What follows belongs to an exercise in optimizing a design on an open flow for small area; a production flow would make more cautious choices.
In this exercise RTL edits were held to simulation tests only and were not proved equivalent to the original.

==> job 7420: inputs <==
==> flow/design.v (excerpt) <==
module tdes_enc (
	input  wire                      clk,
	input  wire                      rst,
	input  wire  [127:0]             pt,
	input  wire  [191:0]             keys,
	output logic [127:0]             ct,
	output logic [191:0]             ek
);
	tdes_ctrl_pkg::seq_ctrl_t ctrl;
	tdes_types_pkg::half_t     round_key;
	tdes_types_pkg::block_t    ct_s;
	tdes_types_pkg::key_set_t  ek_s;
	assign ct = ct_s;
	assign ek = ek_s;
	tdes_sequencer sequencer_i (
		.clk  (clk),
		.rst  (rst),
		.ctrl (ctrl)
	);
	tdes_key_schedule key_schedule_i (
		.clk       (clk),
		.rst       (rst),
		.ctrl      (ctrl),
		.keys      (tdes_types_pkg::key_set_t'(keys)),
		.round_key (round_key),
		.ek        (ek_s)
	);
	tdes_round_datapath round_datapath_i (
		.clk       (clk),
		.rst       (rst),
		.ctrl      (ctrl),
		.pt        (tdes_types_pkg::block_t'(pt)),
		.round_key (round_key),
		.ct        (ct_s)
	);
endmodule
==> module tdes_sequencer, before the edit <==
module tdes_sequencer (
	input  wire                     clk,
	input  wire                     rst,
	output tdes_ctrl_pkg::seq_ctrl_t ctrl
);
	localparam int ROUND_W = $clog2(16);
	localparam logic [ROUND_W-1:0] ROUND_LAST = 16 - 1;
	localparam logic [1:0] PASS_LAST = 3 - 1;
	typedef enum logic [1:0] {
		PH_LOAD,
		PH_RUN,
		PH_DONE
	} phase_t;
	phase_t             phase;
	logic [ROUND_W-1:0] round_cnt;
	tdes_ctrl_pkg::pass_t              pass_q;
	logic               at_last;
	assign at_last = (round_cnt == ROUND_LAST);
	always_ff @(posedge clk) begin
		if (rst) begin
			phase     <= PH_LOAD;
			round_cnt <= '0;
			pass_q    <= tdes_ctrl_pkg::PASS_ENC1;
		end else begin
			case (phase)
				PH_LOAD: begin
					phase     <= PH_RUN;
					round_cnt <= '0;
					pass_q    <= tdes_ctrl_pkg::PASS_ENC1;
				end
				PH_RUN: begin
					if (at_last) begin
						round_cnt <= '0;
						if (pass_q == PASS_LAST)
							phase <= PH_DONE;
						else
							pass_q <= tdes_ctrl_pkg::pass_t'(pass_q + 2'd1);
					end else begin
						round_cnt <= round_cnt + 1'b1;
					end
				end
				default: begin
					phase <= PH_DONE;
				end
			endcase
		end
	end
	always_comb begin
		ctrl.load       = (phase == PH_LOAD);
		ctrl.run        = (phase == PH_RUN);
		ctrl.pass       = pass_q;
		ctrl.last_round = (phase == PH_RUN) && at_last;
	end
endmodule
==> module tdes_key_schedule, before the edit <==
module tdes_key_schedule (
	input  wire                      clk,
	input  wire                      rst,
	input  tdes_ctrl_pkg::seq_ctrl_t ctrl,
	input  tdes_types_pkg::key_set_t keys,
	output tdes_types_pkg::half_t    round_key,
	output tdes_types_pkg::key_set_t ek
);
	tdes_types_pkg::half_t key_q;
	tdes_types_pkg::half_t next_base;
	always_comb begin
		case (ctrl.pass)
			tdes_ctrl_pkg::PASS_ENC1: next_base = keys.k2;
			tdes_ctrl_pkg::PASS_DEC2: next_base = keys.k3;
			default:   next_base = key_q;
		endcase
	end
	always_ff @(posedge clk) begin
		if (ctrl.load) begin
			key_q <= keys.k1;
		end else if (ctrl.run) begin
			if (ctrl.last_round)
				key_q <= next_base;
			else
				key_q <= tdes_types_pkg::key_step(key_q);
		end
	end
	assign round_key = key_q;
	always_ff @(posedge clk) begin
		if (rst) begin
			ek <= '0;
		end else if (ctrl.run && ctrl.last_round) begin
			case (ctrl.pass)
				tdes_ctrl_pkg::PASS_ENC1: ek.k1 <= key_q;
				tdes_ctrl_pkg::PASS_DEC2: ek.k2 <= key_q;
				default:   ek.k3 <= key_q;
			endcase
		end
	end
endmodule
==> module tdes_round_datapath, before the edit <==
module tdes_round_datapath (
	input  wire                      clk,
	input  wire                      rst,
	input  tdes_ctrl_pkg::seq_ctrl_t ctrl,
	input  tdes_types_pkg::block_t   pt,
	input  tdes_types_pkg::half_t    round_key,
	output tdes_types_pkg::block_t   ct
);
	tdes_types_pkg::half_t  l_q;
	tdes_types_pkg::half_t  r_q;
	tdes_types_pkg::half_t  mix;
	tdes_types_pkg::block_t rnd;
	logic   final_round;
	assign mix = l_q ^ r_q ^ round_key;
	assign final_round = ctrl.run && ctrl.last_round && (ctrl.pass == tdes_ctrl_pkg::PASS_ENC3);
	always_comb begin
		if (ctrl.pass == tdes_ctrl_pkg::PASS_DEC2) begin
			rnd.hi = mix;
			rnd.lo = l_q;
		end else begin
			rnd.hi = r_q;
			rnd.lo = mix;
		end
	end
	always_ff @(posedge clk) begin
		if (ctrl.load) begin
			l_q <= pt.hi;
			r_q <= pt.lo;
		end else if (ctrl.run) begin
			l_q <= rnd.hi;
			r_q <= rnd.lo;
		end
	end
	always_ff @(posedge clk) begin
		if (rst)
			ct <= '0;
		else if (final_round)
			ct <= rnd;
	end
endmodule
==> module tdes_enc, before the edit <==
module tdes_enc (
	input  wire                      clk,
	input  wire                      rst,
	input  wire  [127:0]             pt,
	input  wire  [191:0]             keys,
	output logic [127:0]             ct,
	output logic [191:0]             ek
);
	tdes_ctrl_pkg::seq_ctrl_t ctrl;
	tdes_types_pkg::half_t     round_key;
	tdes_types_pkg::block_t    ct_s;
	tdes_types_pkg::key_set_t  ek_s;
	assign ct = ct_s;
	assign ek = ek_s;
	tdes_sequencer sequencer_i (
		.clk  (clk),
		.rst  (rst),
		.ctrl (ctrl)
	);
	tdes_key_schedule key_schedule_i (
		.clk       (clk),
		.rst       (rst),
		.ctrl      (ctrl),
		.keys      (tdes_types_pkg::key_set_t'(keys)),
		.round_key (round_key),
		.ek        (ek_s)
	);
	tdes_round_datapath round_datapath_i (
		.clk       (clk),
		.rst       (rst),
		.ctrl      (ctrl),
		.pt        (tdes_types_pkg::block_t'(pt)),
		.round_key (round_key),
		.ct        (ct_s)
	);
endmodule
Settings: LEC_CHECK=0, CAP_MARGIN=20, CORE_MARGIN=2, CORE_UTILIZATION=40, SLEW_MARGIN=20; clock period 5.0 ns.
run.sh (not shown) runs the stock make flow with config.mk's settings and CLKGATE_MAP_FILE= SYNTH_SCRIPT=/design/flow/synth_recipe.tcl, a recipe that flattens the netlist after the stock synthesis.
==> job 6005: changes against job 7420 <==
==> flow/design.v (replaced) <==
`default_nettype none
module tdes_enc (
	input  wire          clk,
	input  wire          rst,
	input  wire  [127:0] pt,
	input  wire  [191:0] keys,
	output logic [127:0] ct,
	output logic [191:0] ek
);
	logic        ld;           
	logic [3:0]  rc;           
	logic        p1, p2, nd;   
	logic [63:0] x_q, y_q, k_q;   
	logic [63:0] e1_q, e2_q;
	wire run   = ~ld & nd;
	wire lastr = (rc == 4'd15);
	function automatic logic [63:0] key_step(input logic [63:0] k);
		logic [15:0] t1, t2, t3, t4;
		t1 = k[63:48] ^ {2'b00, k[13:0]};
		t2 = t1 ^ k[47:32];
		t3 = t2 ^ k[31:16];
		t4 = t3 ^ k[15:0];
		key_step = {t1, t2, t3, t4};
	endfunction
	always_ff @(posedge clk) begin
		ld <= rst;
		rc <= ld ? 4'd0 : rc + 4'd1;
		if (rst) begin
			p1 <= 1'b0;
			p2 <= 1'b0;
			nd <= 1'b1;
		end else if (~ld && lastr) begin
			p1 <= 1'b1;
			p2 <= p1;
			nd <= ~p2;
		end
	end
	always_ff @(posedge clk) begin
		if (ld) begin
			x_q <= ~pt[127:64];
			y_q <= ~pt[63:0];
		end else if (run) begin
			if (!(rc == 4'd0 && p1))
				x_q <= y_q;
			y_q <= x_q ^ y_q ^ k_q;   
		end
	end
	always_ff @(posedge clk) begin
		if (ld)
			k_q <= ~keys[191:128];
		else if (run) begin
			if (!lastr)
				k_q <= key_step(k_q) ^ 64'h3fff_c000_3fff_c000;   
			else if (!p2)
				k_q <= ~(p1 ? keys[63:0] : keys[127:64]);
		end
	end
	wire e1_en = rst | (run & lastr & ~p1);
	wire e2_en = rst | (run & lastr & p1 & ~p2);
	always_ff @(posedge clk) begin
		if (e1_en)
			e1_q <= ~(k_q | {64{rst}});
		if (e2_en)
			e2_q <= ~(k_q | {64{rst}});
	end
	assign ct = ~({x_q, y_q} | {128{nd}});
	assign ek = {e1_q, e2_q, ~(k_q | {64{nd}})};
endmodule
`default_nettype wire
==> flow/flow/run.sh (new file) <==
#!/bin/bash
# Standard ORFS layout (standard.sh), with smaller port buffers and a
# clock tree of small buffers without dummy loads.
set -euo pipefail
export BUFFER_PORTS_ARGS="-buffer_cell sky130_fd_sc_hd__buf_1"
export CTS_ARGS="-sink_clustering_enable -repair_clock_nets -dont_use_dummy_load -buf_list sky130_fd_sc_hd__clkbuf_4"
bash standard.sh finish > standard_flow.log 2>&1
==> flow/standard.sh (new file) <==
#!/bin/bash
# synth_recipe.tcl (not shown) runs the flow's synth.tcl, then flattens the netlist and writes it again
# the make line also repeats each setting of config.mk as NAME=value (left out here)
make -C /OpenROAD-flow-scripts/flow DESIGN_CONFIG=/design/flow/config.mk WORK_HOME=/design/flow/orfs CLKGATE_MAP_FILE= SYNTH_SCRIPT=/design/flow/synth_recipe.tcl "${@:-finish}"
--- a/flow/config.mk
+++ b/flow/config.mk
@@ -8,4 +8,4 @@
 export CAP_MARGIN = 20
 export CORE_MARGIN = 2
-export CORE_UTILIZATION = 40
+export CORE_UTILIZATION = 60
 export SLEW_MARGIN = 20
removed: flow/run.sh
==> report_table.html <==
<table>
<tr><th>Metric</th><th>Value</th></tr>
<tr><th colspan="2">Outcome</th></tr>
<tr><td>Result of the run</td><td>aborted with a tool error</td></tr>
<tr><td>Last stage reached</td><td>I/O pin placement</td></tr>
<tr><td>First logged error message</td><td>[ERROR PPL-0024] Number of IO pins (642) exceeds maximum number of available positions (608). Increase the die perimeter from 679.92um to 873.12um.</td></tr>
<tr><th colspan="2">Yosys</th></tr>
<tr><td>Unique masters post-synth</td><td>32</td></tr>
<tr><td>Synth area leader</td><td>edfxtp_1</td></tr>
<tr><td>Biggest area contributors in the synthesized netlist</td><td>edfxtp_1, mux2i_1, xnor2_1, nor2_1, a21oi_1</td></tr>
<tr><td>Main combinational cell family by area after synthesis</td><td>XOR/XNOR gates</td></tr>
<tr><td>Seq/Total Area, Yosys</td><td>0.591</td></tr>
<tr><td>Flip-flop and latch count after synthesis</td><td>328</td></tr>
<tr><th colspan="2">Floorplanning</th></tr>
<tr><td>Height of the die</td><td>between 150 and 200 µm</td></tr>
</table>
-- figures above: job 6005

==> report_table.html <==
<table>
<tr><th>Metric</th><th>Value</th></tr>
<tr><th colspan="2">Outcome</th></tr>
<tr><td>Result of the run</td><td>timing/DRC/antenna clean</td></tr>
<tr><th colspan="2">Yosys</th></tr>
<tr><td>Biggest area contributors in the synthesized netlist</td><td>dfxtp_1, edfxtp_1, a31oi_1, o31ai_1, xnor2_1</td></tr>
<tr><td>Flip-flop and latch count after synthesis</td><td>520</td></tr>
<tr><td>Seq/Total Area, Yosys</td><td>0.462</td></tr>
<tr><td>Synth area leader</td><td>dfxtp_1</td></tr>
<tr><th colspan="2">Worst setup path</th></tr>
<tr><td>Critical path class</td><td>reg -&gt; reg</td></tr>
<tr><th colspan="2">Drt</th></tr>
<tr><td>Met3 routed WL</td><td>around 10000 µm</td></tr>
<tr><th colspan="2">GRT</th></tr>
<tr><td>Wire length of the first global-routing pass</td><td>~170000 µm</td></tr>
<tr><th colspan="2">Layout</th></tr>
<tr><td>Nonclk buf count</td><td>around 680</td></tr>
<tr><td>Number of flip-flops in the largest register</td><td>192</td></tr>
</table>
-- figures above: job 7420

afterwards: timing with drivers on the ports:
No port has a modelled driver above. Below, the same layout with a new extraction and two added sets of constraints. Step 1 sets driving cells, clkbuf_16 on the clock port and buf_2 on the other inputs (assumed; they add their load-dependent delay and slew). Step 2, shift: input delay + t, output delay - t, t = (earliest + latest rising clock arrival at the registers) / 2. This alone moves slack from input paths to output paths. Three values: no drivers, after step 1, after step 2; two values: the first two.
run: job 7420
t, ns: 0.688
slack for setup (ns): 1.857 / 1.857 / 1.857
hold slack, ns: 0.469 / 0.469 / 0.469
slew at the worst register clock pin (ns): 0.07 / 0.07
After both steps setup and hold are still met in job 7420. The setup slack of job 7420 moves by 0.000 ns with the drivers and by 0.000 ns with both steps.
